What follows belongs to an exercise in optimizing a design on an open flow for small area, a short achievable clock period and few clock cycles; a production flow would make more cautious choices.
Function was checked by simulation only, so behaviour that the tests miss may differ from the original.
No activity file was given, so power comes from the tool's default toggle rates.

`design.v`:
```
`default_nettype none
package deparser_pkg;
	typedef logic [8*8-1:0] seg_data_t;
	typedef logic [8-1:0] seg_keep_t;
	typedef logic [16*8-1:0] head_data_t;  
	typedef logic [16-1:0] head_keep_t;
	typedef logic [16/8-1:0] head_last_t;
	typedef logic [385-1:0] phv_t;
	typedef logic [12-1:0] vlan_id_t;
	typedef logic [$clog2(32)-1:0] table_addr_t;
	typedef logic [4*16-1:0] act_entry_t;  
	typedef logic [16-1:0] parse_act_t;
	typedef logic [1:0] field_kind_t;  
	typedef logic [47:0] field_val_t;
	typedef logic [6:0] byte_off_t;
	typedef enum logic [3:0] {IDLE, WAIT_RAM, START, PATCH, FLUSH_SEG0, FLUSH_SEG1,
		FLUSH_BODY, DROP_HEAD, DROP_BODY} depar_state_t;
	typedef enum logic [1:0] {WAIT_HDR, WAIT_ADDR, WAIT_DATA, FLUSH_REST} ctrl_state_t;
	typedef enum logic [1:0] {SEL_SEG0, SEL_SEG1, SEL_BODY} out_sel_t;
endpackage
`default_nettype wire
`timescale 1ns/1ps
`default_nettype none
module act_table_loader
(
	input wire clk,
	input wire aresetn,
	input deparser_pkg::seg_data_t ctrl_data,
	input wire ctrl_valid,
	input wire ctrl_last,
	output logic wr_en,
	output deparser_pkg::table_addr_t wr_addr,
	output logic [31:0] wr_data
);
	deparser_pkg::ctrl_state_t state;
	deparser_pkg::act_entry_t data_rev;
	always_comb begin
		for (int i = 0; i < 8; i++)
			data_rev[8*i +: 8] = ctrl_data[8*(8-1-i) +: 8];
	end
	always_comb begin
		for (int a = 0; a < 4; a++) begin
			wr_data[8*a+6 +: 2] = (data_rev[16*(3-a)] && data_rev[16*(3-a)+10 +: 3] == 3'b000) ?
				data_rev[16*(3-a)+1 +: 2] : 2'b00;
			wr_data[8*a+4 +: 2] = data_rev[16*(3-a)+3 +: 2];
			wr_data[8*a +: 4] = data_rev[16*(3-a)+6 +: 4];
		end
	end
	assign wr_en = ctrl_valid && state == deparser_pkg::WAIT_DATA;
	always_ff @(posedge clk) begin
		if (!aresetn) begin
			state <= deparser_pkg::WAIT_HDR;
		end else begin
			if (ctrl_valid) begin
				case (state)
					deparser_pkg::WAIT_HDR: if (!ctrl_last) state <= deparser_pkg::WAIT_ADDR;
					deparser_pkg::WAIT_ADDR: begin
						if (ctrl_data[2:0] == 3'b101 && !ctrl_last)
							state <= deparser_pkg::WAIT_DATA;
						else
							state <= ctrl_last ? deparser_pkg::WAIT_HDR : deparser_pkg::FLUSH_REST;
					end
					deparser_pkg::WAIT_DATA:
						state <= ctrl_last ? deparser_pkg::WAIT_HDR : deparser_pkg::FLUSH_REST;
					deparser_pkg::FLUSH_REST: if (ctrl_last) state <= deparser_pkg::WAIT_HDR;
				endcase
			end
		end
	end
	always_ff @(posedge clk) begin
		if (ctrl_valid && state == deparser_pkg::WAIT_ADDR)
			wr_addr <= ctrl_data[8 +: $clog2(32)];
	end
endmodule
`default_nettype wire
`timescale 1ns/1ps
`default_nettype none
module act_table_ram
(
	input wire clk,
	input wire wr_en,
	input deparser_pkg::table_addr_t wr_addr,
	input wire [31:0] wr_data,
	input deparser_pkg::table_addr_t rd_addr,
	output logic [31:0] rd_data
);
	logic [31:0] mem [32];
	always_ff @(posedge clk) begin
		if (wr_en)
			mem[wr_addr] <= wr_data;
	end
	assign rd_data = mem[rd_addr];
endmodule
`default_nettype wire
`timescale 1ns/1ps
`default_nettype none
module field_extract
(
	input deparser_pkg::phv_t phv,
	input wire [7:0] act,
	output deparser_pkg::field_val_t val
);
	localparam int BASE_4B = 4 * 16;
	localparam int BASE_6B = BASE_4B + 4 * 32;
	logic [1:0] kind, idx;
	deparser_pkg::field_val_t left;
	assign kind = act[7:6];
	assign idx = act[5:4];
	always_comb begin
		left = '0;
		case (kind)
			2'b01: left[47:32] = phv[16*idx +: 16];
			2'b10: left[47:16] = phv[BASE_4B + 32*idx +: 32];
			default: left = phv[BASE_6B + 48*idx +: 48];
		endcase
		for (int j = 0; j < 6; j++)
			val[8*j +: 8] = left[8*(5-j) +: 8];
	end
endmodule
`default_nettype wire
`timescale 1ns/1ps
`default_nettype none
module head_buffer
(
	input wire seg,
	input wire [31:0] ent,
	input deparser_pkg::field_val_t [4-1:0] val,
	input deparser_pkg::head_data_t head_data,
	output deparser_pkg::seg_data_t seg_data
);
	always_comb begin
		for (int p = 0; p < 8; p++) begin
			seg_data[8*p +: 8] = seg ? head_data[64 + 8*p +: 8] : head_data[8*p +: 8];
			for (int a = 0; a < 4; a++) begin
				for (int j = 0; j < 6; j++) begin
					if (ent[8*a+6 +: 2] != 2'b00 && j < 2*ent[8*a+6 +: 2] &&
							{1'b0, seg, 3'(p)} == {1'b0, ent[8*a +: 4]} + 5'(j))
						seg_data[8*p +: 8] = val[a][8*j +: 8];
				end
			end
		end
	end
endmodule
`default_nettype wire
`timescale 1ns/1ps
`default_nettype none
`default_nettype wire
`timescale 1ns/1ps
`default_nettype none
module deparser_top
(
	input wire clk,
	input wire aresetn,
	input deparser_pkg::phv_t phv,
	input wire phv_empty,
	output logic phv_rd_en,
	input deparser_pkg::vlan_id_t vlan_id,
	input wire vlan_empty,
	output logic vlan_rd_en,
	input deparser_pkg::head_data_t head_data,
	input deparser_pkg::head_keep_t head_keep,
	input deparser_pkg::head_last_t head_last,
	input wire head_empty,
	output logic head_rd_en,
	input deparser_pkg::seg_data_t body_data,
	input deparser_pkg::seg_keep_t body_keep,
	input wire body_last,
	input wire body_empty,
	output logic body_rd_en,
	output deparser_pkg::seg_data_t out_data,
	output deparser_pkg::seg_keep_t out_keep,
	output logic out_last,
	output logic out_valid,
	input wire out_ready,
	input deparser_pkg::seg_data_t ctrl_data,
	input wire ctrl_valid,
	input wire ctrl_last
);
	logic wr_en;
	deparser_pkg::table_addr_t wr_addr;
	logic [31:0] wr_data, lookup;
	act_table_loader u_loader (.clk(clk), .aresetn(aresetn), .ctrl_data(ctrl_data),
		.ctrl_valid(ctrl_valid), .ctrl_last(ctrl_last), .wr_en(wr_en), .wr_addr(wr_addr),
		.wr_data(wr_data));
	act_table_ram u_ram (.clk(clk), .wr_en(wr_en), .wr_addr(wr_addr), .wr_data(wr_data),
		.rd_addr(vlan_id[8:4]), .rd_data(lookup));
	logic [31:0] e0, e1;
	logic ev0, ev1;
	logic enq_e, deq_e;
	assign vlan_rd_en = !vlan_empty && !ev1;
	assign enq_e = vlan_rd_en;
	always_ff @(posedge clk) begin
		if (!aresetn) begin
			ev0 <= 1'b0;
			ev1 <= 1'b0;
		end else begin
			ev0 <= ev1 || (ev0 && !deq_e) || enq_e;
			ev1 <= ev1 ? !deq_e : (ev0 && !deq_e && enq_e);
		end
	end
	always_ff @(posedge clk) begin
		if (ev1 ? deq_e : (!ev0 || deq_e))
			e0 <= ev1 ? e1 : lookup;
		if (!ev1)
			e1 <= lookup;
	end
	logic j0v, j0d, j1v, j1d;
	logic b_pop, b_done, b_fwd, fwd_pending;
	logic j_enq, j_enq_d;
	assign fwd_pending = (j0v && !j0d) || (j1v && !j1d);
	assign b_pop = j0v && !body_empty && (j0d || out_ready);
	assign b_done = b_pop && body_last;
	assign b_fwd = b_pop && !j0d;
	assign body_rd_en = b_pop;
	always_ff @(posedge clk) begin
		if (!aresetn) begin
			j0v <= 1'b0;
			j1v <= 1'b0;
		end else begin
			if (b_done) begin
				j0v <= j1v || j_enq;
				j0d <= j1v ? j1d : j_enq_d;
				j1v <= j1v && j_enq;
				j1d <= j_enq_d;
			end else if (j_enq) begin
				if (j0v) begin
					j1v <= 1'b1;
					j1d <= j_enq_d;
				end else begin
					j0v <= 1'b1;
					j0d <= j_enq_d;
				end
			end
		end
	end
	logic seg_q;
	logic hv, disc, hasbody, last_seg, slot_ok, h_out, h_drop, consume;
	deparser_pkg::field_val_t [4-1:0] val;
	deparser_pkg::seg_data_t patched;
	assign hv = ev0 && !phv_empty && !head_empty;
	assign disc = phv[384];
	assign hasbody = head_last == 2'b00;
	assign last_seg = seg_q || head_last[0];
	assign slot_ok = !hasbody || !j1v;
	assign h_out = hv && !disc && !fwd_pending && out_ready && (!last_seg || slot_ok);
	assign h_drop = hv && disc && slot_ok;
	assign consume = h_drop || (h_out && last_seg);
	assign deq_e = consume;
	assign j_enq = consume && hasbody;
	assign j_enq_d = disc;
	assign phv_rd_en = consume;
	assign head_rd_en = consume;
	always_ff @(posedge clk) begin
		if (!aresetn)
			seg_q <= 1'b0;
		else if (h_out)
			seg_q <= !last_seg;
	end
	for (genvar a = 0; a < 4; a++) begin : g_fx
		field_extract u_fx (.phv(phv), .act(e0[8*a +: 8]), .val(val[a]));
	end
	head_buffer u_head (.seg(seg_q), .ent(e0), .val(val), .head_data(head_data),
		.seg_data(patched));
	logic b_sel;
	assign b_sel = j0v && !j0d;
	always_ff @(posedge clk) begin
		out_data <= b_sel ? body_data : patched;
		out_keep <= b_sel ? body_keep : (seg_q ? head_keep[15:8] : head_keep[7:0]);
		out_last <= b_sel ? body_last : (seg_q ? head_last[1] : head_last[0]);
	end
	always_ff @(posedge clk) begin
		if (!aresetn)
			out_valid <= 1'b0;
		else
			out_valid <= h_out || b_fwd;
	end
endmodule
`default_nettype wire
```
`run.sh`:
```
#!/bin/bash
# synth_recipe.tcl (not shown) runs the flow's synth.tcl, then flattens the netlist and writes it again
# the make line also repeats each setting of config.mk as NAME=value (left out here)
make -C /OpenROAD-flow-scripts/flow DESIGN_CONFIG=/design/flow/config.mk WORK_HOME=/design/flow/orfs CLKGATE_MAP_FILE= SYNTH_SCRIPT=/design/flow/synth_recipe.tcl finish
```
`config.mk`:
```
export PLATFORM = sky130hd
export DESIGN_NAME = deparser_top
export DESIGN_NICKNAME = deparser_top
export VERILOG_FILES = /design/flow/design.v
export SDC_FILE = /design/flow/constraint.sdc
export NUM_CORES = 8
export LEC_CHECK = 0
export CAP_MARGIN = 40
export CORE_MARGIN = 2
export CORE_UTILIZATION = 40
export SLEW_MARGIN = 40
```
`constraint.sdc`:
```
create_clock -name core_clock -period 9.0 [get_ports {clk}]
set_input_delay 1.8000 -clock core_clock [delete_from_list [all_inputs] [get_ports {clk}]]
set_output_delay 1.8000 -clock core_clock [all_outputs]
set_load 0.01 [all_outputs]
```
==> summary.txt <==
Worst hold path class - reg -> reg
Routed len/inst - 49.6 um
Clk pin slew, worst setup/hold paths - 60 ps
Seq cells post-synth - 1,176
Area Growth Syn to Fin - 17.5%
Met2 WL - 234,000 um
Die Area - 233,000 sq um
Final Max Slew Viols - 0
Worst-skew pair later-pin latency - 810 ps
Placeable Area - 228,000 sq um
Hold_buf cts - 0
Critical Path RT - 9620 ps
Most common cell after layout, fill and taps aside - edfxtp_1
Via count - 88,900
Synth Flop Type - edfxtp_1
Metal-1 WL - 204,000 um
Row cnt - 175
Unique masters post-synth - 135
Switching power - 12.6 mW
I/O pin count - 767
CTS tree - built
Vias in the first global route - 81,200
Worst slew margin - 28.2%
Wire length on met3 - 84,100 um
Placer Congestion - 1.14
Largest net degree at the start of global routing - 114
Most frequent CP cell - buf_4
Post-synth ARST share - 0%
Clock Power Share - 18.9%
Sequential share of the synthesized area - 37.3%
CTS max path bufs - 3
Crit end category - flip-flop
DRC viols - 0
Die Span X - 483 um
CP max stage delay - 870 ps
Slowest cell on the critical path - ha_4
Synth Instances - 7,890
Vias/cell - 7.64
Final TNS setup - 0 ps
Comb pwr share - 56.8%
Critical path type - reg -> reg
Syn_nets - 8,628
Post-CTS Setup Inserts - 0
Total track usage - 48.1%
Critical-path cell list - buf_4 -> inv_1 -> ha_4 -> buf_4 -> nand2_1 -> o22ai_2 -> o21ai_1 -> buf_4 -> o211ai_1 -> o2111ai_1 -> nand2_1 -> o31ai_1 -> a31oi_1 -> o22ai_1
Crit path max fanout - 40
CP Data Arrival Time - 7840 ps
Final ANT Viol Nets - 0
RSZ-0062 raised after global routing - no
Max cap viols - 0
Post_cts resized - 0
Global-route wire length before repair - 758,000 um
Final period utilization - 80.2%
Dpl hpwl - 424,000 um
Avg Cell Area, Syn - 11.6 sq um
DRT Pass-1 Iters - 7
Switching Share - 48.5%
Antenna violations before repair - 147
# setup viols final - 0
Share of cells above drive strength 1 - 23.5%
Yosys warnings - 5
Die Span Y - 483 um
Sequential share of power - 24.3%
Starting DRT DRC Count - 15,700
Post-synth EDFFs - 1,063
Fin util - 47.3%
Starting Density - 40.3%
Final min period - 7220 ps
IO buf count - 743
Startpoint Class - flip-flop
H-tree depth - 3
Final WL - 577,000 um
Max VDD drop - 0.203 mV
Leak - 36.0 nW
Clk sinks - 1,176
Layout Skew - 116 ps
Layout net count - 9,163
Pwr Density - 240 nW/um^2
Hold Fails Final Rpt - 0
Worst-Margin Slew - 1080 ps
Status - no timing/DRC/antenna violations
CTS Root Cell - clkbuf_16
Max Clock Freq - 138 MHz
Top sig layer - met5
Power Internal - 13.3 mW
Gr ovfl total - 0
Post-Syn Area - 91,700 sq um
CTS Buf Count - 118
Commonest cells after routing, fill and taps aside - edfxtp_1, mux4_2, clkdlybuf4s50_1
-- kinds of logic after synthesis --
group | synth area share [%]
buffers and inverters | 4.98
XOR/XNOR | 0.519
multiplexers | 29.9
adder cells (fa/ha/maj) | 0.669
AND/OR/NAND/NOR | 10.1
AO/OA/AOI/OAI | 16.6
flip-flops | 37.3
-- flip-flops by register name (all words and copies together), names as in the netlist, 2 cells and up --
name	flops
u_ram.mem	1024
out_data	64
e0	32
e1	32
out_keep	8
u_loader.wr_addr	5
u_loader.state	2
-- power by group through the flow --
stage | combinational (mW) | clock [mW] | sequential, mW
detailed placement | 13.5 | 0 | 6.41
global placement | 13.3 | 0 | 6.41
floorplan | 6.64 | 0 | 6.42
CTS | 13.6 | 4.96 | 6.30
global route | 14.4 | 5.15 | 6.30
finish | 14.7 | 4.88 | 6.30
-- metal layers --
| layer | vias up | track usage, % |
|---|---|---|
| li1 | 33500 | - |
| met1 | 44900 | 58.0 |
| met2 | 8176 | 67.0 |
| met3 | 2251 | 22.5 |
| met4 | 82 | 34.6 |
| met5 | - | 1.29 |
-- synth_stat cells, types with 26 or more instances --
cell,n,area (sq um)
buf_6,88,991
o2111ai_1,44,385
mux4_2,870,19600
a22oi_1,117,878
o21ai_0,343,1720
clkbuf_1,424,1590
ha_1,49,613
o22ai_1,202,1260
dfxtp_1,113,2260
o211ai_1,151,1130
a2111oi_0,41,359
nand2_1,660,2480
o21ai_1,58,290
nor3_1,149,746
a221oi_1,120,1050
and2_1,50,313
nand3_1,201,1010
nor4_1,38,238
nor3b_1,26,195
a22o_1,32,280
a211oi_1,148,1110
a21oi_1,343,1720
nand4_1,43,269
and3_1,38,238
a221o_1,40,400
buf_1,62,233
buf_4,86,646
nor2_1,549,2060
inv_1,58,218
mux2_2,86,968
mux2i_1,682,6830
edfxtp_1,1063,31900
nand2b_1,45,282
buf_2,115,576
or3_1,36,225
o221ai_1,119,1040
nor2b_1,43,269
a31oi_1,56,350
-- critical path, delay by kind of cell, from the launching register on --
family | cells | cell delay (ps)
AO/OA/AOI/OAI | 7 | 2970
buffers and inverters | 4 | 1930
adder cells (fa/ha/maj) | 1 | 870
AND/OR/NAND/NOR | 2 | 820
flip-flops | 1 | 320
-- cell type report --
class                      count  area, sq um
antenna                      101          253
clock buffer                 140         3070
sequential                  1176        34200
inverter                      65          244
multi-input combinational   5854        54400
timing repair buffer        1210        11100
clock inverter                80          797
tap                         3009         3760
fill                       20800       120000
-- metrics by stage --
stage                     power (mW)  hold WS (ps)  cell area, sq um  instances  worst slack, ps
after detailed placement        19.9           457            103000      11300             2490
final                           25.9           472            108000      11600             1780
after floorplan                 13.1           427             91700       7890             4140
after CTS                       24.8           471            107000      11500             2490
after global routing            25.8           494            108000      11600             2130
after global placement          19.8           447            103000      11300             1810
-- path summary, 6_finish.rpt --
kind,start,to,slack [ps],depth (start not counted)
worst max-delay path,e0[4]$_DFFE_PP_,out_data[42]$_DFF_P_,1780,14
worst min-delay path,e1[3]$_DFF_P_,e1[3]$_DFF_P_,470,2
worst max register to register,e0[4]$_DFFE_PP_,out_data[42]$_DFF_P_,1780,14
worst min register to register,e1[3]$_DFF_P_,e1[3]$_DFF_P_,470,2
Testbench counts, summed over its fixed seeds: cycles 7,594.

what the ideal ports hide:
No port has a modelled driver above. Below, the same layout with a new extraction and two added sets of constraints. Step 1: set_driving_cell puts a clkbuf_16 on clk and a buf_2 on each other input, an assumption about the parent block. Step 2 moves the port delays by t, midway between the first and last clock arrival at a register: inputs arrive t later, outputs are due t later. That takes back most of the time a late clock gives input paths. Slacks: ideal / step 1 / step 2; pairs: ideal / step 1.
t, ns: 0.852
slack for setup (ns): 1.778 / 1.778 / 1.778
worst setup path after step 2: register to register
worst register clock-pin slew, ns: 0.09 / 0.09
After both steps this run still meets setup and hold. For this run, drivers alone change the setup slack by 0.000 ns; drivers and shift together by 0.000 ns.
